This is an optimization exercise on Yosys and OpenROAD, whose aim is small area, a short achievable clock period and few clock cycles per item, not a production implementation.
Function was checked by simulation only, so behaviour that the tests miss may differ from the original.
Power and IR drop assume default switching activity.

--- design/flow/config.mk ---
export PLATFORM = sky130hd
export DESIGN_NAME = circular_list_engine
export DESIGN_NICKNAME = circular_list_engine
export VERILOG_FILES = /design/flow/design.v
export SDC_FILE = /design/flow/constraint.sdc
export NUM_CORES = 4
export LEC_CHECK = 0
export CAP_MARGIN = 20
export CORE_MARGIN = 2
export CORE_UTILIZATION = 45
export CTS_CLUSTER_DIAMETER = 80
export CTS_CLUSTER_SIZE = 30
export SETUP_SLACK_MARGIN = 1.8
export SLEW_MARGIN = 20
export SYNTH_HIERARCHICAL = 1
export TNS_END_PERCENT = 20
--- design/flow/constraint.sdc ---
create_clock -name core_clock -period 5.0 [get_ports {i_clk}]
set_input_delay 1.0000 -clock core_clock [delete_from_list [all_inputs] [get_ports {i_clk}]]
set_output_delay 1.0000 -clock core_clock [all_outputs]
set_load 0.01 [all_outputs]
--- design/flow/design.v ---
`timescale 1ns / 1ps
package cle_pkg;
    localparam logic [2:0] OP_START  = 3'd0;
    localparam logic [2:0] OP_INS_HD = 3'd1;
    localparam logic [2:0] OP_INS_TL = 3'd2;
    localparam logic [2:0] OP_INS_AF = 3'd3;
    localparam logic [2:0] OP_DELETE = 3'd4;
    localparam logic [2:0] OP_LIST   = 3'd5;
    localparam logic [1:0] ST_OK       = 2'd0;
    localparam logic [1:0] ST_EMPTY    = 2'd1;
    localparam logic [1:0] ST_NOT_FND  = 2'd2;
    localparam logic [1:0] ST_FULL     = 2'd3;
endpackage
`timescale 1ns / 1ps
module cle_mux #(
    parameter int W = 32
) (
    input  logic         i_hold,
    input  logic         i_up,
    input  logic         i_dn,
    input  logic         i_bus,
    input  logic [W-1:0] i_q,
    input  logic [W-1:0] i_l,
    input  logic [W-1:0] i_r,
    input  logic [W-1:0] i_b,
    output logic [W-1:0] o_d
);
    assign o_d = ({W{i_hold}} & i_q) | ({W{i_up}} & i_l) | ({W{i_dn}} & i_r) | ({W{i_bus}} & i_b);
endmodule
module cle_cmp (
    input  logic [31:0] i_a,
    input  logic [31:0] i_b,
    output logic        o_eq
);
    assign o_eq = (i_a == i_b);
endmodule
module cle_prefix (
    input  logic [63:0] i_m,
    output logic [63:0] o_p
);
    logic [7:0] g, gp;
    always_comb begin
        for (int k = 0; k < 8; k++) g[k] = |i_m[8*k +: 8];
        gp[0] = 1'b0;
        for (int k = 1; k < 8; k++) gp[k] = gp[k-1] | g[k-1];
        for (int k = 0; k < 8; k++) begin
            for (int j = 0; j < 8; j++) begin
                o_p[8*k + j] = gp[k] | (|(i_m[8*k +: 8] & ((8'd2 << j) - 8'd1)));
            end
        end
    end
endmodule
module cle_selgen (
    input  logic i_pf_i,
    input  logic i_pf_1,
    input  logic i_pf_2,
    input  logic i_m_1,
    input  logic i_af,       
    input  logic i_del,      
    input  logic i_up,       
    input  logic i_dn,
    input  logic i_bus,
    input  logic i_chg,
    output logic o_hold,
    output logic o_up,
    output logic o_dn,
    output logic o_bus
);
    assign o_up   = i_up | (i_af & i_pf_2);
    assign o_dn   = i_dn | (i_del & i_pf_i);
    assign o_bus  = i_bus | (i_af & i_m_1 & ~i_pf_2);
    assign o_hold = ~(i_chg | (i_af & i_pf_1) | (i_del & i_pf_i));
endmodule
module cle_fmux #(
    parameter int W = 1
) (
    input  logic         i_s,
    input  logic [W-1:0] i_a,
    input  logic [W-1:0] i_b,
    output logic [W-1:0] o_y
);
    assign o_y = i_s ? i_a : i_b;
endmodule
`timescale 1ns / 1ps
module cle_datapath (
    input  logic        i_clk,
    input  logic        i_rst_n,
    input  logic        i_valid,
    output logic        o_ready,
    input  logic [2:0]  i_op,
    input  logic [31:0] i_new_value,
    input  logic [31:0] i_anchor_key,
    output logic        o_valid,
    input  logic        i_ready,
    output logic [31:0] o_element,
    output logic [1:0]  o_status,
    output logic        o_final,
    output logic [6:0]  o_occupancy
);
    localparam int N = 64;
    logic        q_v;
    logic [2:0]  q_op;
    logic [31:0] q_val, q_cmp;
    logic        x_v;
    logic [2:0]  x_op;
    logic [31:0] x_val;
    logic [N-1:0] x_m;
    logic [31:0] r_el [N];
    logic [N-1:0] r_tm;
    logic [6:0]  r_cnt;
    logic [6:0]  r_li;    
    logic        o_v, s_v;
    logic [41:0] o_d, s_d;
    logic go, empty, full, last_ls, done, adv, found;
    logic op_start, op_hd, op_tl, op_af, op_del, op_ls;
    logic g_hd, g_af, g_del, g_ls, g_st;
    logic [N-1:0] mr, col, pf, tl_pos, last_pos;
    logic [N-1:0] sel_up, sel_dn, sel_bus, sel_hold;
    logic [N-1:0] m_next;
    logic [31:0] el_next [N];
    logic [31:0] bus;
    logic        e;
    logic [41:0] res;
    logic [1:0]  st, st_f, st_n;
    logic [6:0]  occ, occ_f, occ_n, cnt_f, cnt_n, cnt_next;
    logic [N-1:0] tm_f, tm_n, tm_next;
    assign empty = ~r_tm[0];
    assign full  = r_tm[N-1];
    assign go    = x_v & ~s_v;
    assign op_start = (x_op == cle_pkg::OP_START) |
                      ((x_op == cle_pkg::OP_INS_HD || x_op == cle_pkg::OP_INS_TL ||
                        x_op == cle_pkg::OP_INS_AF) & empty);
    assign op_hd  = (x_op == cle_pkg::OP_INS_HD) & ~empty & ~full;
    assign op_tl  = (x_op == cle_pkg::OP_INS_TL) & ~empty & ~full;
    assign op_af  = (x_op == cle_pkg::OP_INS_AF) & ~empty & ~full;
    assign op_del = (x_op == cle_pkg::OP_DELETE) & ~empty;
    assign op_ls  = (x_op == cle_pkg::OP_LIST) & ~empty;
    assign g_st  = go & op_start;
    assign g_hd  = go & op_hd;
    assign g_af  = go & op_af;
    assign g_del = go & op_del;
    assign g_ls  = go & op_ls;
    assign last_ls = (r_li + 7'd1 == r_cnt);
    assign done    = go & ~(op_ls & ~last_ls);
    assign adv     = q_v & (~x_v | done);
    assign o_ready = ~q_v | adv;
    always_comb begin
        for (int i = 0; i < N; i++) begin
            tl_pos[i]   = ~r_tm[i] & ((i == 0) ? 1'b1 : r_tm[(i == 0) ? 0 : i - 1]);
            last_pos[i] = r_tm[i] & ((i == N - 1) ? 1'b1 : ~r_tm[(i == N - 1) ? i : i + 1]);
        end
    end
    assign bus = op_ls ? r_el[0] : x_val;
    for (genvar i = 0; i < N; i++) begin : g_cmp
        cle_cmp u_cmp (.i_a(r_el[i]), .i_b(q_cmp), .o_eq(mr[i]));
    end
    assign col = mr & r_tm;
    assign e = (bus == q_cmp);
    cle_prefix u_pf (.i_m(x_m), .o_p(pf));
    assign found = pf[N-1];
    for (genvar i = 0; i < N; i++) begin : g_sel
        logic f_up, f_dn, f_bus, f_chg;
        assign f_up  = (i != 0) & g_hd;
        assign f_dn  = (i != N - 1) & g_ls & r_tm[(i == N - 1) ? i : i + 1];
        assign f_bus = ((g_st | g_hd) & (i == 0)) | (go & op_tl & tl_pos[i]) |
                       (g_ls & last_pos[i]);
        assign f_chg = g_hd | (g_st & (i == 0)) | (go & op_tl & tl_pos[i]) | (g_ls & r_tm[i]);
        cle_selgen u_sel (
            .i_pf_i(pf[i]),
            .i_pf_1((i >= 1) ? pf[(i >= 1) ? i - 1 : 0] : 1'b0),
            .i_pf_2((i >= 2) ? pf[(i >= 2) ? i - 2 : 0] : 1'b0),
            .i_m_1((i >= 1) ? x_m[(i >= 1) ? i - 1 : 0] : 1'b0),
            .i_af(g_af & (i != 0)), .i_del(g_del & (i != N - 1)),
            .i_up(f_up), .i_dn(f_dn), .i_bus(f_bus), .i_chg(f_chg),
            .o_hold(sel_hold[i]), .o_up(sel_up[i]), .o_dn(sel_dn[i]), .o_bus(sel_bus[i])
        );
    end
    for (genvar i = 0; i < N; i++) begin : g_row
        cle_mux #(.W(32)) u_mux (
            .i_hold(sel_hold[i]), .i_up(sel_up[i]), .i_dn(sel_dn[i]), .i_bus(sel_bus[i]),
            .i_q(r_el[i]), .i_l(r_el[(i == 0) ? 0 : i - 1]),
            .i_r(r_el[(i == N - 1) ? i : i + 1]), .i_b(bus), .o_d(el_next[i])
        );
        cle_mux #(.W(1)) u_mcol (
            .i_hold(sel_hold[i]), .i_up(sel_up[i]), .i_dn(sel_dn[i]), .i_bus(sel_bus[i]),
            .i_q(col[i]), .i_l(col[(i == 0) ? 0 : i - 1]),
            .i_r(col[(i == N - 1) ? i : i + 1]), .i_b(e), .o_d(m_next[i])
        );
    end
    always_ff @(posedge i_clk) begin
        for (int i = 0; i < N; i++) r_el[i] <= el_next[i];
    end
    always_comb begin
        st_f  = cle_pkg::ST_OK;
        st_n  = cle_pkg::ST_OK;
        occ_f = r_cnt;
        occ_n = r_cnt;
        tm_f  = r_tm;
        tm_n  = r_tm;
        case (x_op)
            cle_pkg::OP_START: begin
                occ_f = 7'd1;
                occ_n = 7'd1;
            end
            cle_pkg::OP_INS_HD, cle_pkg::OP_INS_TL, cle_pkg::OP_INS_AF: begin
                if (empty) begin
                    occ_f = 7'd1;
                    occ_n = 7'd1;
                end else if (full) begin
                    st_f = cle_pkg::ST_FULL;
                    st_n = cle_pkg::ST_FULL;
                end else begin
                    occ_f = r_cnt + 7'd1;
                    tm_f  = {r_tm[N-2:0], 1'b1};
                    if (x_op == cle_pkg::OP_INS_AF) begin
                        st_n = cle_pkg::ST_NOT_FND;
                    end else begin
                        occ_n = r_cnt + 7'd1;
                        tm_n  = {r_tm[N-2:0], 1'b1};
                    end
                end
            end
            cle_pkg::OP_DELETE: begin
                if (empty) begin
                    st_f = cle_pkg::ST_EMPTY;
                    st_n = cle_pkg::ST_EMPTY;
                end else begin
                    st_n  = cle_pkg::ST_NOT_FND;
                    occ_f = r_cnt - 7'd1;
                    tm_f  = {1'b0, r_tm[N-1:1]};
                end
            end
            cle_pkg::OP_LIST: if (empty) begin
                st_f = cle_pkg::ST_EMPTY;
                st_n = cle_pkg::ST_EMPTY;
            end
            default: ;
        endcase
        if (op_start) begin
            tm_f = N'(1);
            tm_n = N'(1);
        end
        if (!go) begin
            tm_f = r_tm;
            tm_n = r_tm;
        end
        cnt_f = go ? occ_f : r_cnt;
        cnt_n = go ? occ_n : r_cnt;
    end
    cle_fmux #(.W(9)) u_fres (.i_s(found), .i_a({st_f, occ_f}), .i_b({st_n, occ_n}),
                              .o_y({st, occ}));
    cle_fmux #(.W(N)) u_ftm (.i_s(found), .i_a(tm_f), .i_b(tm_n), .o_y(tm_next));
    cle_fmux #(.W(7)) u_fcnt (.i_s(found), .i_a(cnt_f), .i_b(cnt_n), .o_y(cnt_next));
    assign res = {op_ls ? r_el[0] : 32'd0, st, op_ls ? last_ls : 1'b1, occ};
    always_ff @(posedge i_clk) begin
        if (!i_rst_n) begin
            q_v    <= 1'b0;
            x_v    <= 1'b0;
            r_tm   <= '0;
            r_cnt  <= '0;
            r_li   <= '0;
            o_v    <= 1'b0;
            s_v    <= 1'b0;
        end else begin
            if (o_ready & i_valid) begin
                q_v <= 1'b1;
            end else if (adv) begin
                q_v <= 1'b0;
            end
            if (adv) begin
                x_v <= 1'b1;
            end else if (done) begin
                x_v <= 1'b0;
            end
            r_cnt <= cnt_next;
            r_tm  <= tm_next;
            if (g_ls) r_li <= last_ls ? 7'd0 : r_li + 7'd1;
            if (!o_v | i_ready) begin
                o_v <= s_v | go;
                s_v <= 1'b0;
            end else if (go) begin
                s_v <= 1'b1;
            end
        end
    end
    always_ff @(posedge i_clk) begin
        if (o_ready & i_valid) begin
            q_op  <= i_op;
            q_val <= i_new_value;
            q_cmp <= (i_op == cle_pkg::OP_INS_AF) ? i_anchor_key : i_new_value;
        end
        if (adv) begin
            x_op  <= q_op;
            x_val <= q_val;
            x_m   <= m_next & {{(N-1){~g_st}}, 1'b1};
        end
        if (!o_v | i_ready) begin
            o_d <= s_v ? s_d : res;
        end else if (go) begin
            s_d <= res;
        end
    end
    assign o_valid = o_v;
    assign {o_element, o_status, o_final, o_occupancy} = o_d;
endmodule
`timescale 1ns / 1ps
module circular_list_engine (
    input  logic        i_clk,
    input  logic        i_rst_n,
    input  logic        in_valid,
    output logic        in_ready,
    input  logic [2:0]  in_op,
    input  logic [31:0] in_new_value,
    input  logic [31:0] in_anchor_key,
    output logic        out_valid,
    input  logic        out_ready,
    output logic [31:0] out_element,
    output logic [1:0]  out_status,
    output logic        out_final_res,
    output logic [6:0]  out_occupancy
);
    cle_datapath u_dp (
        .i_clk(i_clk), .i_rst_n(i_rst_n),
        .i_valid(in_valid), .o_ready(in_ready), .i_op(in_op),
        .i_new_value(in_new_value), .i_anchor_key(in_anchor_key),
        .o_valid(out_valid), .i_ready(out_ready), .o_element(out_element),
        .o_status(out_status), .o_final(out_final_res),
        .o_occupancy(out_occupancy)
    );
endmodule
--- design/flow/run.sh ---
#!/bin/bash
# synth_recipe.tcl (not shown) runs the flow's synth.tcl, then flattens the netlist and writes it again
# the make line also repeats each setting of config.mk as NAME=value (left out here)
make -C /OpenROAD-flow-scripts/flow DESIGN_CONFIG=/design/flow/config.mk WORK_HOME=/design/flow/orfs CLKGATE_MAP_FILE= SYNTH_SCRIPT=/design/flow/synth_recipe.tcl finish
==> reports/metrics.cfg, run 1 <==
[detailed_routing]
finalWirelength_um = 552000
ant_nets = 0
drt-vias-per-instance = 6.82
vias = 126000
detail_route.wl_per_cell_um = 29.9
drt-pass1-iter-count = 13
drc = 0
drt-initial-drc-count = 16400

[sta]
grt_setup_unrepaired = true
timing.clock.skew_ps = 104
timing.max_slew.rel_slack_pct = 12.4
clock.fmax_mhz = 263
finalSetupViolCount = 0
slew_at_the_pin_closest_to_its_max_slew_limit_ps = 1310
fin_hold_ws_ps = 399
post-route-period-util_pct = 76.0
setup_total_negative_slack_ps = 0
max_transition_viols_final = 0
post-route-worst-setup-slack_ps = 1200
timing_hold_violations_final = 0
post-route-min-period_ps = 3800

[synthesis]
synth_flop_cell = dfxtp_1
postSynth.asyncResetShare_pct = 0
synthDistinctLibCells = 74
synthTopCellsByArea = dfxtp_1, a22oi_1, xor2_1
synthDominantAreaCellType = dfxtp_1
synthMostInstantiatedCell = a22oi_1
yosysWarningCount = 11
synth_top_cells_by_count = a22oi_1, nand2_1, dfxtp_1
netlist.area_leader.share_pct = 32.7
synth_cells = 14300
post_synth.cell_area_avg_um2 = 9.13
synth.ff_latch_count = 2380
mapped_cell_area_um2 = 131000
synth_edf_count = 250
synth-seq-area-share_pct = 38.4

[global_routing]
grt_antenna_before_repair = 23
grt_max_degree = 126
grt_util_met1_pct = 43.8
met3_usage_pct = 7.18
gr_peak_layer = met2
grt-ovfl-total = 0
track_usage_pct = 35.1
groute.layer.met2.usage_pct = 56.0
grt_pass1_vias = 120000
global_route_wire_length_before_repair_um = 798000

[critical_path]
path_cells = or4_4, or4_4, buf_12, nor3_4, buf_12, buf_6, buf_8, buf_6, nand4b_1, buf_6, buf_6, a221oi_4, buf_6, a22oi_1, nand2_1, and2_1
cp_common_cell = buf_6
start_kind = flop
crit_path_top_delay_cell = or4_4
startpoint = u_dp.x_m[13]$_DFFE_PP_
crit_required_ps = 5780
crit_path_end_kind = flop
setup.worst_path.class = reg -> reg
timing.critical_path.slowest_cell_delay_ps = 600
critical_path.reg2reg.startpoint = u_dp.x_m[13]$_DFFE_PP_
cp_data_arrival_time_ps = 4580
peak_fanout_along_the_critical_path = 5

[finish]
drive_gt1_share_pct = 14.9
nets = 14600
n_fill_cell = 26600
finalInstanceArea_um2 = 153000
finalCoreUtilization_pct = 53.2
final_cells = 18500
area.growth.synth_to_final_pct = 17.4

[placement]
dpl.cell_count = 17600
placed_area_um2 = 134000
place.detailed.hpwl_um = 336000
final_gp_congestion = 0.929
dp_slack_ps = 690
place.port_buffers = 114

[clock_network]
cts.root.buffer_cell = clkbuf_16
cts-htree-levels = 4
cts_tree = built
tritoncts_num_sinks = 2380
clock_path_buffers = 4
cts_inserted_buffers = 140
clkSlewWorstSetupHoldPaths_ps = 110
worstSkewPairLatency_ps = 950
postCtsHoldBufs = 0

[min_path]
timing.hold.worst.start = u_dp.q_val[26]$_DFFE_PP_
worstHoldPathType = reg -> reg

[die]
fp-row-count = 197
die_area_um2 = 294000
chipHeight_um = 543
core_area_um2 = 288000
initial_standard_cell_utilization_of_the_core_pct = 45.3
ios = 115
die_width_um = 543

[job]
timing.max_cap.violations = 0

[power]
pwr_density_cell_nw_per_um2 = 244
power.share.switching_pct = 29.1
static-leakage-power_nw = 65.4
p_seq_share_pct = 52.4
combinational_group_share_of_total_power_pct = 10.3
clock_power_share_pct = 37.4
worst_ir_drop_vdd_v = 0.000244
switchingPower_mw = 10.9
intPower_mw = 26.6
totalPowerFinal_mw = 37.5

[run_status]
outcome = complete, no violations

worst max-delay path, delay by kind of cell, from the launching register on:
| kind | cells | cell delay, ps |
|---|---|---|
| AND/OR/NAND/NOR | 6 | 1710 |
| buffers and inverters | 8 | 1180 |
| flip-flops | 1 | 410 |
| AO/OA/AOI/OAI | 2 | 370 |
cell usage in the layout (no fill, tap or decap), types with 62 or more instances in the layout:
cell type,count
mux2_4,76
buf_6,179
o22ai_1,89
nand2b_1,74
and2_1,191
clkbuf_16,168
inv_1,142
a22o_1,70
buf_4,350
nor4_1,522
buf_16,62
nor2_1,173
xor2_1,2056
nand2_1,2294
clkdlybuf4s50_1,112
a21o_4,80
edfxtp_1,250
o21ai_0,173
buf_12,215
a22oi_2,558
nand4_1,140
dfxtp_1,2121
and3_1,69
a22oi_1,3729
area by class of cell:
type                       instances  area, µm²  area share (%)
sequential                      2380      50200            32.7
timing repair buffer            1004      13600            8.87
antenna                           28       70.1          0.0457
inverter                         151        606           0.395
tap                             3781       4730            3.09
multi-input combinational      10900      79200            51.7
clock inverter                    89       1120           0.733
timing repair inverter             1       8.76         0.00571
clock buffer                     162       3780            2.47
power by group through the flow:
stage	sequential, mW	combinational (mW)	clock, mW
floorplan	20.4	1.52	0
finish	19.6	3.85	14.0
CTS	19.6	3.67	14.1
detailed placement	20.0	3.51	0
global route	19.6	3.94	14.7
global placement	20.0	3.48	0
final timing paths:
| check | cells after the start | slack [ps] | end |
|---|---|---|---|
| worst max-delay path | 16 | 1200 | u_dp.x_m[46]$_DFFE_PP_ |
| worst min-delay path | 0 | 400 | u_dp.x_val[26]$_DFFE_PP_ |
| worst max register to register | 16 | 1200 | u_dp.x_m[46]$_DFFE_PP_ |
| worst min register to register | 0 | 400 | u_dp.x_val[26]$_DFFE_PP_ |
cell families after synthesis:
logic type / share of synthesized area [%]
AOI/OAI and AO/OA: 28.7
xor gates and xnor gates: 13.9
adders and majority gates: 0.0364
buffers and inverters: 5.07
DFF: 38.4
muxes: 1.29
other: 0.00287
and+or+nand+nor: 12.6
modules after synthesis, one instance, submodules excluded, excerpt:
module / times used / cell area [µm²] / cells / flops+latches
cle_datapath: 1 / 58800 / 3920 / 2380
cle_prefix: 1 / 714 / 121 / 0
cle_cmp: 64 / 347 / 43 / 0
cle_selgen: 64 / 43.8 / 5 / 0
flip-flops by register name (all words and copies together), names as in the netlist, 3 cells and up:
register	flops
u_dp.r_el	2048
u_dp.r_tm	64
u_dp.x_m	64
u_dp.o_d	42
u_dp.s_d	42
u_dp.q_cmp	32
u_dp.q_val	32
u_dp.x_val	32
u_dp.r_cnt	7
u_dp.r_li	7
u_dp.q_op	3
u_dp.x_op	3
per-layer routing:
| metal | share of wire (%) | up-vias |
|---|---|---|
| met2 | 45 | 6980 |
| met4 | 6.4 | 24 |
| li1 | - | 54700 |
| met5 | 0.047 | - |
| met3 | 9.0 | 1877 |
| met1 | 39 | 62300 |
what timing repair did:
action	4_1_cts	5_1_grt
pin swaps	278	248
endpoints found under the setup margin	2299	1739
setup buffers	301	90
resized for setup	959	484
cloned	136	39
Testbench counts, summed over its fixed seeds: cycles 78,932, ops 16,000.
==> inputs of run 2 (changes only) <==
--- a/design/flow/design.v
+++ b/design/flow/design.v
@@ -35,19 +35,31 @@
     assign o_eq = (i_a == i_b);
 endmodule
+module cle_g_nor2 (input logic i_a, input logic i_b, output logic o_y);
+    assign o_y = ~(i_a | i_b);
+endmodule
+module cle_g_nand2 (input logic i_a, input logic i_b, output logic o_y);
+    assign o_y = ~(i_a & i_b);
+endmodule
+module cle_g_inv (input logic i_a, output logic o_y);
+    assign o_y = ~i_a;
+endmodule
 module cle_prefix (
     input  logic [63:0] i_m,
     output logic [63:0] o_p
 );
-    logic [7:0] g, gp;
-    always_comb begin
-        for (int k = 0; k < 8; k++) g[k] = |i_m[8*k +: 8];
-        gp[0] = 1'b0;
-        for (int k = 1; k < 8; k++) gp[k] = gp[k-1] | g[k-1];
-        for (int k = 0; k < 8; k++) begin
-            for (int j = 0; j < 8; j++) begin
-                o_p[8*k + j] = gp[k] | (|(i_m[8*k +: 8] & ((8'd2 << j) - 8'd1)));
+    logic [63:0] lv [7];
+    assign lv[0] = i_m;
+    for (genvar l = 0; l < 6; l++) begin : g_lv
+        for (genvar i = 0; i < 64; i++) begin : g_node
+            if (i < (1 << l)) begin : g_pass
+                cle_g_inv u_g (.i_a(lv[l][i]), .o_y(lv[l+1][i]));
+            end else if (l % 2 == 0) begin : g_nor
+                cle_g_nor2 u_g (.i_a(lv[l][i]), .i_b(lv[l][i - (1 << l)]), .o_y(lv[l+1][i]));
+            end else begin : g_nand
+                cle_g_nand2 u_g (.i_a(lv[l][i]), .i_b(lv[l][i - (1 << l)]), .o_y(lv[l+1][i]));
             end
         end
     end
+    assign o_p = lv[6];
 endmodule
 module cle_selgen (
@@ -55,5 +67,4 @@
     input  logic i_pf_1,
     input  logic i_pf_2,
-    input  logic i_m_1,
     input  logic i_af,       
     input  logic i_del,      
@@ -69,5 +80,5 @@
     assign o_up   = i_up | (i_af & i_pf_2);
     assign o_dn   = i_dn | (i_del & i_pf_i);
-    assign o_bus  = i_bus | (i_af & i_m_1 & ~i_pf_2);
+    assign o_bus  = i_bus | (i_af & i_pf_1 & ~i_pf_2);
     assign o_hold = ~(i_chg | (i_af & i_pf_1) | (i_del & i_pf_i));
 endmodule
@@ -104,4 +115,5 @@
     logic        x_v;
     logic [2:0]  x_op;
+    logic        x_st, x_hd, x_tl, x_af, x_del, x_ls;
     logic [31:0] x_val;
     logic [N-1:0] x_m;
@@ -109,8 +121,9 @@
     logic [N-1:0] r_tm;
     logic [6:0]  r_cnt;
-    logic [6:0]  r_li;    
+    logic        r_more;
+    logic [6:0]  r_rem;
     logic        o_v, s_v;
     logic [41:0] o_d, s_d;
-    logic go, empty, full, last_ls, done, adv, found;
+    logic go, empty, full, done, adv, found;
     logic op_start, op_hd, op_tl, op_af, op_del, op_ls;
     logic g_hd, g_af, g_del, g_ls, g_st;
@@ -128,12 +141,10 @@
     assign full  = r_tm[N-1];
     assign go    = x_v & ~s_v;
-    assign op_start = (x_op == cle_pkg::OP_START) |
-                      ((x_op == cle_pkg::OP_INS_HD || x_op == cle_pkg::OP_INS_TL ||
-                        x_op == cle_pkg::OP_INS_AF) & empty);
-    assign op_hd  = (x_op == cle_pkg::OP_INS_HD) & ~empty & ~full;
-    assign op_tl  = (x_op == cle_pkg::OP_INS_TL) & ~empty & ~full;
-    assign op_af  = (x_op == cle_pkg::OP_INS_AF) & ~empty & ~full;
-    assign op_del = (x_op == cle_pkg::OP_DELETE) & ~empty;
-    assign op_ls  = (x_op == cle_pkg::OP_LIST) & ~empty;
+    assign op_start = x_st;
+    assign op_hd  = x_hd;
+    assign op_tl  = x_tl;
+    assign op_af  = x_af;
+    assign op_del = x_del;
+    assign op_ls  = x_ls;
     assign g_st  = go & op_start;
     assign g_hd  = go & op_hd;
@@ -141,8 +152,7 @@
     assign g_del = go & op_del;
     assign g_ls  = go & op_ls;
-    assign last_ls = (r_li + 7'd1 == r_cnt);
-    assign done    = go & ~(op_ls & ~last_ls);
+    assign done    = go & ~r_more;
     assign adv     = q_v & (~x_v | done);
-    assign o_ready = ~q_v | adv;
+    assign o_ready = ~q_v | ~x_v | (~s_v & ~r_more);
     always_comb begin
         for (int i = 0; i < N; i++) begin
@@ -170,5 +180,4 @@
             .i_pf_1((i >= 1) ? pf[(i >= 1) ? i - 1 : 0] : 1'b0),
             .i_pf_2((i >= 2) ? pf[(i >= 2) ? i - 2 : 0] : 1'b0),
-            .i_m_1((i >= 1) ? x_m[(i >= 1) ? i - 1 : 0] : 1'b0),
             .i_af(g_af & (i != 0)), .i_del(g_del & (i != N - 1)),
             .i_up(f_up), .i_dn(f_dn), .i_bus(f_bus), .i_chg(f_chg),
@@ -252,5 +261,5 @@
     cle_fmux #(.W(N)) u_ftm (.i_s(found), .i_a(tm_f), .i_b(tm_n), .o_y(tm_next));
     cle_fmux #(.W(7)) u_fcnt (.i_s(found), .i_a(cnt_f), .i_b(cnt_n), .o_y(cnt_next));
-    assign res = {op_ls ? r_el[0] : 32'd0, st, op_ls ? last_ls : 1'b1, occ};
+    assign res = {op_ls ? r_el[0] : 32'd0, st, op_ls ? ~r_more : 1'b1, occ};
     always_ff @(posedge i_clk) begin
         if (!i_rst_n) begin
@@ -259,5 +268,5 @@
             r_tm   <= '0;
             r_cnt  <= '0;
-            r_li   <= '0;
+            r_more <= 1'b0;
             o_v    <= 1'b0;
             s_v    <= 1'b0;
@@ -275,5 +284,9 @@
             r_cnt <= cnt_next;
             r_tm  <= tm_next;
-            if (g_ls) r_li <= last_ls ? 7'd0 : r_li + 7'd1;
+            if (adv) begin
+                r_more <= (q_op == cle_pkg::OP_LIST) & (cnt_next > 7'd1);
+            end else if (g_ls) begin
+                r_more <= (r_rem != 7'd1);
+            end
             if (!o_v | i_ready) begin
                 o_v <= s_v | go;
@@ -294,4 +307,15 @@
             x_val <= q_val;
             x_m   <= m_next & {{(N-1){~g_st}}, 1'b1};
+            r_rem <= cnt_next - 7'd1;
+            x_st  <= (q_op == cle_pkg::OP_START) |
+                     ((q_op == cle_pkg::OP_INS_HD || q_op == cle_pkg::OP_INS_TL ||
+                       q_op == cle_pkg::OP_INS_AF) & ~tm_next[0]);
+            x_hd  <= (q_op == cle_pkg::OP_INS_HD) & tm_next[0] & ~tm_next[N-1];
+            x_tl  <= (q_op == cle_pkg::OP_INS_TL) & tm_next[0] & ~tm_next[N-1];
+            x_af  <= (q_op == cle_pkg::OP_INS_AF) & tm_next[0] & ~tm_next[N-1];
+            x_del <= (q_op == cle_pkg::OP_DELETE) & tm_next[0];
+            x_ls  <= (q_op == cle_pkg::OP_LIST) & tm_next[0];
+        end else if (g_ls) begin
+            r_rem <= r_rem - 7'd1;
         end
         if (!o_v | i_ready) begin
--- a/design/flow/config.mk
+++ b/design/flow/config.mk
@@ -11,5 +11,5 @@
 export CTS_CLUSTER_DIAMETER = 80
 export CTS_CLUSTER_SIZE = 30
-export SETUP_SLACK_MARGIN = 1.8
+export SETUP_SLACK_MARGIN = 2.2
 export SLEW_MARGIN = 20
 export SYNTH_HIERARCHICAL = 1
==> reports/metrics.cfg, run 2 <==
[run_status]
outcome = complete, no violations

[placement]
final_gp_congestion = 0.968
dpl.cell_count = 17800
dp_slack_ps = 1030
placed_area_um2 = 136000
place.detailed.hpwl_um = 337000
place.port_buffers = 114

[sta]
max_transition_viols_final = 0
slew_at_the_pin_closest_to_its_max_slew_limit_ps = 1210
grt_setup_unrepaired = true
post-route-worst-setup-slack_ps = 1980
setup_total_negative_slack_ps = 0
post-route-min-period_ps = 3020
clock.fmax_mhz = 331
fin_hold_ws_ps = 431
timing.clock.skew_ps = 70.8
timing_hold_violations_final = 0
finalSetupViolCount = 0
timing.max_slew.rel_slack_pct = 19.7
post-route-period-util_pct = 60.4

[power]
totalPowerFinal_mw = 41.6
worst_ir_drop_vdd_v = 0.000267
pwr_density_cell_nw_per_um2 = 285
static-leakage-power_nw = 61.7

[clock_network]
cts_inserted_buffers = 140
clock_path_buffers = 4
worstSkewPairLatency_ps = 930
cts_tree = built
cts.root.buffer_cell = clkbuf_16
cts-htree-levels = 4
tritoncts_num_sinks = 2387
clkSlewWorstSetupHoldPaths_ps = 110

[finish]
largest_reg_flops = 2048
final_common_cell = a22oi_1
area.growth.synth_to_final_pct = 11.0
finalCoreUtilization_pct = 50.2
finalInstanceArea_um2 = 146000
nets = 14300
final_cells = 18300
largest-register = u_dp.r_el
n_fill_cell = 27800
drive_gt1_share_pct = 11.2
largestRegisters = u_dp.r_el x2048, u_dp.r_tm x64, u_dp.x_m x64
mostFrequentLayoutCells = a22oi_1, nand2_1, dfxtp_1

[critical_path]
cp_common_cell = buf_12
setup.worst_path.class = reg -> reg
critical_path.reg2reg.startpoint = u_dp.x_ls$_DFFE_PP_
cp_data_arrival_time_ps = 3830
peak_fanout_along_the_critical_path = 40
crit_path_end_kind = flop
timing.critical_path.slowest_cell_delay_ps = 630
cpLargestDelayFamily = buffers and inverters
worstPathBufferInverterCount = 6
path_cells = buf_12, buf_12, buf_12, mux2i_4, buf_4, inv_4, buf_4, a22oi_1, nand2_1
reg2reg_setup_slack_ps = 1980
crit_path_top_delay_cell = inv_4
startpoint = u_dp.x_ls$_DFFE_PP_
start_kind = flop
crit_required_ps = 5810

[global_routing]
grt_pass1_vias = 109000
grt_max_degree = 77
grt_antenna_before_repair = 9
global_route_wire_length_before_repair_um = 756000
track_usage_pct = 33.1
grt-ovfl-total = 0

[detailed_routing]
drt-pass1-iter-count = 7
drc = 0
finalWirelength_um = 517000
vias = 119000
drt-vias-per-instance = 6.53
drt-initial-drc-count = 18000
ant_nets = 0
detail_route.wl_per_cell_um = 28.3

[die]
fp-row-count = 198
die_width_um = 545
chipHeight_um = 545
ios = 115
die_area_um2 = 297000
initial_standard_cell_utilization_of_the_core_pct = 45.2
core_area_um2 = 291000

[synthesis]
synthMostInstantiatedCell = a22oi_1
netlist.area_leader.share_pct = 32.3
yosysWarningCount = 13
synthDistinctLibCells = 71
synthDominantAreaCellType = dfxtp_1
synth_top_cells_by_count = a22oi_1, nand2_1, dfxtp_1
synth_edf_count = 263
synth_flop_cell = dfxtp_1
mapped_cell_area_um2 = 132000
postSynth.asyncResetShare_pct = 0
post_synth.cell_area_avg_um2 = 9.11
synth_cells = 14500
synth-seq-area-share_pct = 38.3
synthTopCellsByArea = dfxtp_1, a22oi_1, xor2_1
synth.ff_latch_count = 2387

[min_path]
timing.hold.worst.start = u_dp.q_val[15]$_DFFE_PP_
worstHoldPathType = reg -> reg

[job]
timing.max_cap.violations = 0

run 2: changes by cell type in the layout (fill, tap and decap cells not counted), sizes merged, moves of 57 or more:
cell	before	now
o21bai	0	67
nand2	2336	2444
buf	841	446
o22ai	89	1
nand3b	9	66
nor2	181	274
a31o	64	0
run 2: path summary, 6_finish.rpt:
path                                                  end  cells past startpoint
worst max-delay path            u_dp.r_el[20][26]$_DFF_P_                      9
worst min-delay path             u_dp.x_val[15]$_DFFE_PP_                      0
worst max register to register  u_dp.r_el[20][26]$_DFF_P_                      9
worst min register to register   u_dp.x_val[15]$_DFFE_PP_                      0
run 2: final cells by class:
type / count / area [µm²] / area share [%]
antenna: 6 / 15.0 / 0.0103
clock buffer: 158 / 3780 / 2.59
clock inverter: 96 / 1300 / 0.889
inverter: 142 / 682 / 0.466
multi-input combinational: 11000 / 78600 / 53.7
sequential: 2387 / 50400 / 34.5
tap: 3900 / 4880 / 3.34
timing repair buffer: 575 / 6540 / 4.48
run 2: logic make-up after synthesis:
group,synth area share (%)
XOR/XNOR,13.9
buffers and inverters,4.98
adder cells (fa/ha/maj),0.0656
AO/OA/AOI/OAI,27.9
flip-flops,38.3
other,0.00285
AND/OR/NAND/NOR,13.3
multiplexers,1.51
run 2: routing by layer:
| layer | GRT usage, % | up-vias | share of wire, % | wire [µm] |
|---|---|---|---|---|
| met1 | 49.8 | 57700 | 45 | 235000 |
| met5 | 0.211 | - | 0.066 | 342 |
| met3 | 7.71 | 937 | 11 | 55800 |
| met4 | 13.2 | 14 | 4.6 | 23800 |
| met2 | 44.6 | 6669 | 39 | 202000 |
| li1 | - | 53900 | - | - |
run 2: Yosys stat by module, one instance, submodules excluded, a selection:
| module | area, µm² | copies in the design | cells |
|---|---|---|---|
| cle_datapath | 59300 | 1 | 3810 |
| cle_cmp | 347 | 64 | 43 |
| cle_selgen | 42.5 | 64 | 5 |
| cle_g_inv | 3.75 | 63 | 1 |
| cle_g_nand2 | 3.75 | 150 | 1 |
| cle_g_nor2 | 3.75 | 171 | 1 |
run 2: timing repair:
| action | CTS | global route |
|---|---|---|
| buffers inserted | 92 | 47 |
| pin swaps | 70 | 62 |
| resized for setup | 427 | 209 |
| hold buffers | 0 | 0 |
| hold endpoints to repair | 0 | 0 |
| setup endpoints to repair | 2352 | 803 |
| cloned | 30 | 7 |
run 2: power by group:
group	leakage, nW	internal (mW)	switching [mW]
Clock	2.45	6.20	7.98
Combinational	39.5	1.99	4.03
Sequential	19.8	20.2	1.20
Total	61.7	28.4	13.2
Testbench counts of run 2, summed over its fixed seeds: cycles 78,932, ops 16,000.
==> inputs of run 3 (changes only) <==
--- a/design/flow/design.v
+++ b/design/flow/design.v
@@ -120,4 +120,5 @@
     logic [31:0] r_el [N];
     logic [N-1:0] r_tm;
+    logic        q_epre;
     logic [6:0]  r_cnt;
     logic        r_more;
@@ -138,4 +139,5 @@
     logic [6:0]  occ, occ_f, occ_n, cnt_f, cnt_n, cnt_next;
     logic [N-1:0] tm_f, tm_n, tm_next;
+    logic [31:0] in_cmp;
     assign empty = ~r_tm[0];
     assign full  = r_tm[N-1];
@@ -166,5 +168,5 @@
     end
     assign col = mr & r_tm;
-    assign e = (bus == q_cmp);
+    assign e = op_ls ? col[0] : q_epre;
     cle_prefix u_pf (.i_m(x_m), .o_p(pf));
     assign found = pf[N-1];
@@ -301,5 +303,6 @@
             q_op  <= i_op;
             q_val <= i_new_value;
-            q_cmp <= (i_op == cle_pkg::OP_INS_AF) ? i_anchor_key : i_new_value;
+            q_cmp <= in_cmp;
+            q_epre <= (in_cmp == (adv ? q_val : x_val));
         end
         if (adv) begin
@@ -325,4 +328,5 @@
         end
     end
+    assign in_cmp = (i_op == cle_pkg::OP_INS_AF) ? i_anchor_key : i_new_value;
     assign o_valid = o_v;
     assign {o_element, o_status, o_final, o_occupancy} = o_d;
==> reports/metrics.cfg, run 3 <==
[sta]
post-route-min-period_ps = 3040
finalSetupViolCount = 0
clock.fmax_mhz = 329
post-route-period-util_pct = 60.7
timing_hold_violations_final = 0
post-route-worst-setup-slack_ps = 1960
max_transition_viols_final = 0
setup_total_negative_slack_ps = 0
grt_setup_unrepaired = true
slew_at_the_pin_closest_to_its_max_slew_limit_ps = 1260
fin_hold_ws_ps = 524
timing.max_slew.rel_slack_pct = 15.9
timing.clock.skew_ps = 98.0

[clock_network]
cts_inserted_buffers = 143
worstSkewPairLatency_ps = 930
clock_path_buffers = 4
cts.root.buffer_cell = clkbuf_16
clkSlewWorstSetupHoldPaths_ps = 110
cts-htree-levels = 4
tritoncts_num_sinks = 2388
cts_tree = built

[synthesis]
yosysWarningCount = 13
synthDistinctLibCells = 63
synth_top_cells_by_count = a22oi_1, nand2_1, dfxtp_1
synth_flop_cell = dfxtp_1
synthDominantAreaCellType = dfxtp_1
post_synth.cell_area_avg_um2 = 8.98
synthMostInstantiatedCell = a22oi_1
synth.ff_latch_count = 2388
synth_cells = 14700
postSynth.asyncResetShare_pct = 0
synthTopCellsByArea = dfxtp_1, a22oi_1, xor2_1
netlist.area_leader.share_pct = 32.6
synth-seq-area-share_pct = 37.9
mapped_cell_area_um2 = 132000
synth_edf_count = 232

[detailed_routing]
finalWirelength_um = 536000
drc = 0
vias = 123000
detail_route.wl_per_cell_um = 28.8
drt-initial-drc-count = 16900
drt-vias-per-instance = 6.62
drt-pass1-iter-count = 8
ant_nets = 0

[critical_path]
peak_fanout_along_the_critical_path = 5
cp_data_arrival_time_ps = 3710
timing.critical_path.slowest_cell_delay_ps = 520
crit_path_end_kind = flop
crit_path_top_delay_cell = edfxtp_1
crit_required_ps = 5670
setup.worst_path.class = reg -> reg
start_kind = flop
path_cells = maj3_2, a21oi_4, o21ai_0, a22o_1, o21ba_2, mux2_4, nor4_4, nand2_1, xnor2_1, nor2_1, a21oi_1

[die]
core_area_um2 = 293000
initial_standard_cell_utilization_of_the_core_pct = 45.1
die_area_um2 = 298000
ios = 115
chipHeight_um = 546
die_width_um = 546
fp-row-count = 199

[power]
switchingPower_mw = 14.8
intPower_mw = 29.3
pwr_density_cell_nw_per_um2 = 297
static-leakage-power_nw = 62.9
clock_power_share_pct = 32.6
totalPowerFinal_mw = 44.0
power.share.switching_pct = 33.5
worst_ir_drop_vdd_v = 0.000277
p_seq_share_pct = 49.7
combinational_group_share_of_total_power_pct = 17.7

[placement]
place.detailed.hpwl_um = 345000
final_gp_congestion = 0.955
place.port_buffers = 114
dp_slack_ps = 1110

[min_path]
worstHoldPathType = reg -> reg

[finish]
largest_reg_flops = 2048
nets = 14700
largestRegisters = u_dp.r_el x2048, u_dp.r_tm x64, u_dp.x_m x64
largest-register = u_dp.r_el
mostFrequentLayoutCells = a22oi_1, nand2_1, dfxtp_1
area.growth.synth_to_final_pct = 12.0
final_common_cell = a22oi_1
drive_gt1_share_pct = 11.3

[global_routing]
grt-ovfl-total = 0
grt_antenna_before_repair = 10
track_usage_pct = 33.1
global_route_wire_length_before_repair_um = 772000
grt_pass1_vias = 114000
grt_max_degree = 69

[run_status]
outcome = complete, no violations

[job]
timing.max_cap.violations = 0

[run 3: changes by cell type after synthesis, sizes merged, moves of 37 or more]
cell / change
o2bb2ai: -59
buf: -37
nand2: +46
a21oi: +58
clkbuf: +64
o21ai: +144
[run 3: per-stage QoR]
| stage | util (%) | instance area, µm² | std cells |
|---|---|---|---|
| 3_3_place_gp | 46.6 | 137000 | 18100 |
| 6_report | 50.6 | 148000 | 18600 |
| 5_1_grt | 50.6 | 148000 | 18600 |
| 2_1_floorplan | - | 133000 | 14700 |
| 3_5_place_dp | 46.7 | 137000 | 18100 |
| 4_1_cts | 49.4 | 145000 | 18500 |
[run 3: layout make-up]
| type | count | area, µm² |
|---|---|---|
| fillers | 28100 | 145000 |
| multi-input cells | 11300 | 79800 |
| flip-flops and latches | 2388 | 50200 |
| repair buffers | 656 | 7540 |
| well taps | 3919 | 4900 |
| clock buffers | 161 | 3830 |
| clock inverters | 96 | 1270 |
| inverters | 161 | 641 |
| diodes | 2 | 5.00 |
[run 3: logic make-up (layout without fill, tap and decap cells)]
kind of cell	count (synthesis)	in the layout	share of synthesized area, %
flip-flops	2388	2388	37.9
XOR/XNOR	2092	2092	13.9
adder cells (fa/ha/maj)	7	7	0.0643
other	1	15	0.00284
AND/OR/NAND/NOR	3948	3959	13.5
buffers and inverters	1148	1074	5.00
AO/OA/AOI/OAI	5025	5051	28.4
multiplexers	124	128	1.27
[run 3: path summary, 6_finish.rpt]
kind,from,end,slack [ps],cells past startpoint
setup / recovery,u_dp.x_op[0]$_DFFE_PN_,u_dp.r_rem[6]$_DFFE_PP_,1960,11
hold reg to reg,u_dp.r_el[10][13]$_DFF_P_,u_dp.r_el[11][13]$_DFF_P_,520,2
hold / removal,u_dp.r_el[10][13]$_DFF_P_,u_dp.r_el[11][13]$_DFF_P_,520,2
setup reg to reg,u_dp.x_op[0]$_DFFE_PN_,u_dp.r_rem[6]$_DFFE_PP_,1960,11
[run 3: worst max-delay path: cells and delay by family (launching register included)]
family | cells | cell delay (ps)
AOI/OAI and AO/OA | 5 | 930
DFF | 1 | 520
xor gates and xnor gates | 1 | 140
and+or+nand+nor | 3 | 450
adders and majority gates | 1 | 420
muxes | 1 | 320
[run 3: metal layers]
layer  global-route usage [%]  wire [µm]
met1                     47.7     233000
met2                     47.9     222000
met3                     6.77      54800
met4                     13.2      26400
met5                        0         56
[run 3: power groups by stage]
stage | clock, mW | sequential, mW | combinational [mW]
detailed placement | 0 | 22.3 | 6.82
global placement | 0 | 22.3 | 6.73
finish | 14.3 | 21.9 | 7.80
CTS | 14.5 | 21.8 | 7.19
global route | 15.1 | 22.0 | 8.18
floorplan | 0 | 22.2 | 3.96
[run 3: Yosys stat by module (local to each module, per instance), excerpt]
module / cell area [µm²] / times used
cle_selgen: 42.5 / 64
cle_datapath: 59900 / 1
cle_g_nand2: 3.75 / 150
cle_g_nor2: 3.75 / 171
cle_g_inv: 3.75 / 63
cle_cmp: 347 / 64
[run 3: timing repair]
action | CTS | global route
pin swaps | 35 | 156
buffers inserted | 80 | 85
hold buffers | 0 | 0
resized for setup | 285 | 502
endpoints found under the setup margin | 2290 | 1227
gates cloned | 33 | 35
Testbench counts of run 3, summed over its fixed seeds: cycles 78,932, ops 16,000.
==> inputs of run 4 (changes only) <==
--- a/design/flow/design.v
+++ b/design/flow/design.v
@@ -116,5 +116,5 @@
     logic [2:0]  x_op;
     logic        x_st, x_hd, x_tl, x_af, x_del, x_ls;
-    logic [31:0] x_val;
+    logic [31:0] x_bus;   
     logic [N-1:0] x_m;
     logic [31:0] r_el [N];
@@ -163,5 +163,5 @@
         end
     end
-    assign bus = op_ls ? r_el[0] : x_val;
+    assign bus = x_bus;
     for (genvar i = 0; i < N; i++) begin : g_cmp
         cle_cmp u_cmp (.i_a(r_el[i]), .i_b(q_cmp), .o_eq(mr[i]));
@@ -304,9 +304,9 @@
             q_val <= i_new_value;
             q_cmp <= in_cmp;
-            q_epre <= (in_cmp == (adv ? q_val : x_val));
+            q_epre <= (in_cmp == (adv ? q_val : x_bus));
         end
         if (adv) begin
             x_op  <= q_op;
-            x_val <= q_val;
+            x_bus <= (q_op == cle_pkg::OP_LIST) ? el_next[0] : q_val;
             x_m   <= m_next & {{(N-1){~g_st}}, 1'b1};
             r_rem <= cnt_next - 7'd1;
@@ -321,4 +321,5 @@
         end else if (g_ls) begin
             r_rem <= r_rem - 7'd1;
+            x_bus <= el_next[0];
         end
         if (!o_v | i_ready) begin
--- a/design/flow/config.mk
+++ b/design/flow/config.mk
@@ -11,6 +11,6 @@
 export CTS_CLUSTER_DIAMETER = 80
 export CTS_CLUSTER_SIZE = 30
-export SETUP_SLACK_MARGIN = 2.2
+export SETUP_SLACK_MARGIN = 2.3
 export SLEW_MARGIN = 20
 export SYNTH_HIERARCHICAL = 1
-export TNS_END_PERCENT = 20
+export TNS_END_PERCENT = 100
==> reports/metrics.cfg, run 4 <==
[run_status]
outcome = finished with violations
so.violations = slew limit

[die]
die_width_um = 545
chipHeight_um = 545
die_area_um2 = 297000
initial_standard_cell_utilization_of_the_core_pct = 45.3
ios = 115
core_area_um2 = 291000
fp-row-count = 198

[sta]
clock.fmax_mhz = 338
grt_setup_unrepaired = true
finalSetupViolCount = 0
timing_hold_violations_final = 0
timing.max_slew.rel_slack_pct = -9.02
max_transition_viols_final = 34
post-route-min-period_ps = 2960
fin_hold_ws_ps = 251
slew_at_the_pin_closest_to_its_max_slew_limit_ps = 1640
setup_total_negative_slack_ps = 0
timing.clock.skew_ps = 88.6
post-route-period-util_pct = 59.2

[synthesis]
synthDominantAreaCellType = dfxtp_1
netlist.area_leader.share_pct = 32.2
synth_flop_cell = dfxtp_1
synth.ff_latch_count = 2388
synth_top_cells_by_count = a22oi_1, nand2_1, dfxtp_1
synthTopCellsByArea = dfxtp_1, a22oi_1, xor2_1
synth-seq-area-share_pct = 38.2
synth_edf_count = 264
synth_cells = 14400
synthMostInstantiatedCell = a22oi_1
postSynth.asyncResetShare_pct = 0
synthDistinctLibCells = 69
post_synth.cell_area_avg_um2 = 9.16
yosysWarningCount = 13
mapped_cell_area_um2 = 132000

[global_routing]
grt_antenna_before_repair = 27
track_usage_pct = 36.9
grt_max_degree = 99
grt_pass1_vias = 117000
grt-ovfl-total = 0
global_route_wire_length_before_repair_um = 838000

[finish]
largest_reg_flops = 2048
nets = 14600
largestRegisters = u_dp.r_el x2048, u_dp.r_tm x64, u_dp.x_m x64
final_cells = 18600
drive_gt1_share_pct = 16.0
largest-register = u_dp.r_el
mostFrequentLayoutCells = a22oi_1, nand2_1, dfxtp_1
finalInstanceArea_um2 = 153000
area.growth.synth_to_final_pct = 16.3
finalCoreUtilization_pct = 52.6
final_common_cell = a22oi_1

[clock_network]
worstSkewPairLatency_ps = 960
cts_tree = built
cts.root.buffer_cell = clkbuf_16
cts-htree-levels = 4
clock_path_buffers = 4
clkSlewWorstSetupHoldPaths_ps = 120
cts_inserted_buffers = 141
tritoncts_num_sinks = 2388

[power]
pwr_density_cell_nw_per_um2 = 280
static-leakage-power_nw = 64.6
worst_ir_drop_vdd_v = 0.000248

[critical_path]
setup.worst_path.class = reg -> reg
critical_path.reg2reg.startpoint = u_dp.q_cmp[28]$_DFFE_PP_
cpLargestDelayFamily = simple AND/OR/NAND/NOR gates
regToRegEndpoint = u_dp.x_m[16]$_DFFE_PP_
worstSetupEndpoint = u_dp.x_m[16]$_DFFE_PP_
path_cells = buf_6, buf_4, xor2_2, nor4_2, nand4_1, nor2_1, and2_4, buf_12, mux2_4, a22oi_1, nand2_1, and2_1
timing.critical_path.slowest_cell_delay_ps = 470
crit_required_ps = 5790
startpoint = u_dp.q_cmp[28]$_DFFE_PP_
reg2reg_setup_slack_ps = 2040
peak_fanout_along_the_critical_path = 7
crit_path_end_kind = flop
cp.depth = 12
start_kind = flop
worstRegToRegCells = 12
crit_path_top_delay_cell = edfxtp_1
worstPathBufferInverterCount = 3
cp_data_arrival_time_ps = 3750

[detailed_routing]
wl_met2_um = 250000
drt-initial-drc-count = 19500
finalWirelength_um = 617000
detail_route.wl_per_cell_um = 33.2
met3_length_um = 79200
route.layer.met1.wl_um = 246000
ant_nets = 0
vias = 128000
drt-vias-per-instance = 6.90
drc = 0
maxUsedRoutingLayer = met5
drt-pass1-iter-count = 10

[placement]
place.detailed.hpwl_um = 365000
final_gp_congestion = 0.982
place.port_buffers = 114
dpl.cell_count = 17800
placed_area_um2 = 136000

[min_path]
timing.hold.worst.start = in_op[0]
worstHoldPathType = in -> reg

[job]
timing.max_cap.violations = 0

-- run 4: area by class of cell --
type | count | area, µm²
diodes | 17 | 42.5
clock buffers | 158 | 3760
clock inverters | 94 | 1320
fillers | 27300 | 138000
inverters | 76 | 409
multi-input cells | 11000 | 81300
flip-flops and latches | 2388 | 50500
well taps | 3900 | 4880
repair buffers | 882 | 11100
-- run 4: kinds of logic after synthesis --
group                      count (synthesis)  share of synthesized area (%)
and+or+nand+nor                         3847                           13.3
buffers and inverters                   1040                           4.70
AOI/OAI and AO/OA                       4826                           27.9
adders and majority gates                  7                         0.0645
muxes                                    199                           1.90
DFF                                     2388                           38.2
other                                      1                        0.00284
xor gates and xnor gates                2094                           13.9
-- run 4: Yosys stat by module, one instance, submodules excluded, excerpt --
module,area (µm²),cells inside,flops+latches
cle_g_nand2,3.75,1,0
cle_datapath,59500,3753,2388
cle_g_nor2,3.75,1,0
cle_selgen,42.5,5,0
cle_g_inv,3.75,1,0
cle_cmp,347,43,0
-- run 4: worst min-delay path by stage --
stage                                            to  slack [ps]  depth (start not counted)
after floorplan               u_dp.s_d[7]$_DFFE_PP_         490                          1
after global placement       u_dp.o_d[14]$_DFFE_PP_         530                          1
after detailed placement     u_dp.o_d[41]$_DFFE_PP_         530                          1
after CTS                 u_dp.r_el[62][20]$_DFF_P_         520                          2
after global routing         u_dp.q_op[0]$_DFFE_PP_         300                          1
final                        u_dp.q_op[0]$_DFFE_PP_         250                          1
-- run 4: routing by layer --
| metal | up-vias | track usage, % |
|---|---|---|
| li1 | 54600 | - |
| met5 | - | 0 |
| met1 | 63000 | 50.0 |
| met4 | 18 | 19.6 |
| met2 | 8525 | 52.6 |
| met3 | 1855 | 10.5 |
-- run 4: timing repair --
item | 4_1_cts | 5_1_grt
resized for setup | 693 | 746
setup buffers | 159 | 192
hold buffers | 0 | 0
gates cloned | 59 | 70
setup endpoints to repair | 2404 | 1269
pin swaps | 60 | 286
-- run 4: report_power, final --
| group | total (mW) | switching [mW] | leakage [nW] | internal [mW] |
|---|---|---|---|---|
| clock network | 14.4 | 8.15 | 2.46 | 6.23 |
| logic | 6.92 | 4.50 | 42.4 | 2.42 |
| registers | 21.7 | 1.41 | 19.7 | 20.3 |
| total | 43.0 | 14.1 | 64.6 | 28.9 |
-- run 4: metrics by stage --
step	worst slack [ps]	power, mW
after floorplan	1350	25.1
after global placement	1080	27.4
after detailed placement	1060	27.5
after CTS	2030	42.0
after global routing	2000	44.0
final	2040	43.0
Testbench counts of run 4, summed over its fixed seeds: cycles 78,932, ops 16,000.

## what the ideal ports hide
No port has a modelled driver above. Below, the same layouts with a new extraction and two added sets of constraints.
Step 1, drivers: a clkbuf_16 drives i_clk and a buf_2 each remaining input, both assumed.
Step 2 adds t to the input delays and takes it off the output delays; t is the mean of the earliest and latest rising clock arrival at the registers after step 1. Input paths then give back, and output paths get back, about the clock's delay inside the block.
Three values: ideal, step 1, step 2; two values: the first two.
| run | t (ns) | setup WS [ns] | clock arrival spread, ns | slew at the worst register clock pin (ns) | pins driven straight from the clock port |
|---|---|---|---|---|---|
| run 1 | 1.018 | 1.201 / 1.201 / 1.201 | 0.105 / 0.106 | 0.12 / 0.12 | 1 |
| run 2 | 0.990 | 1.980 / 1.980 / 1.800 | 0.087 / 0.087 | 0.12 / 0.12 | 1 |
| run 3 | 0.984 | 1.965 / 1.955 / 1.367 | 0.100 / 0.101 | 0.12 / 0.12 | 1 |
| run 4 | 1.024 | 2.041 / 2.013 / 1.637 | 0.094 / 0.093 | 0.12 / 0.12 | 1 |
For run 3, which loses most, drivers alone change the setup slack by -0.010 ns; drivers and shift together by -0.598 ns.
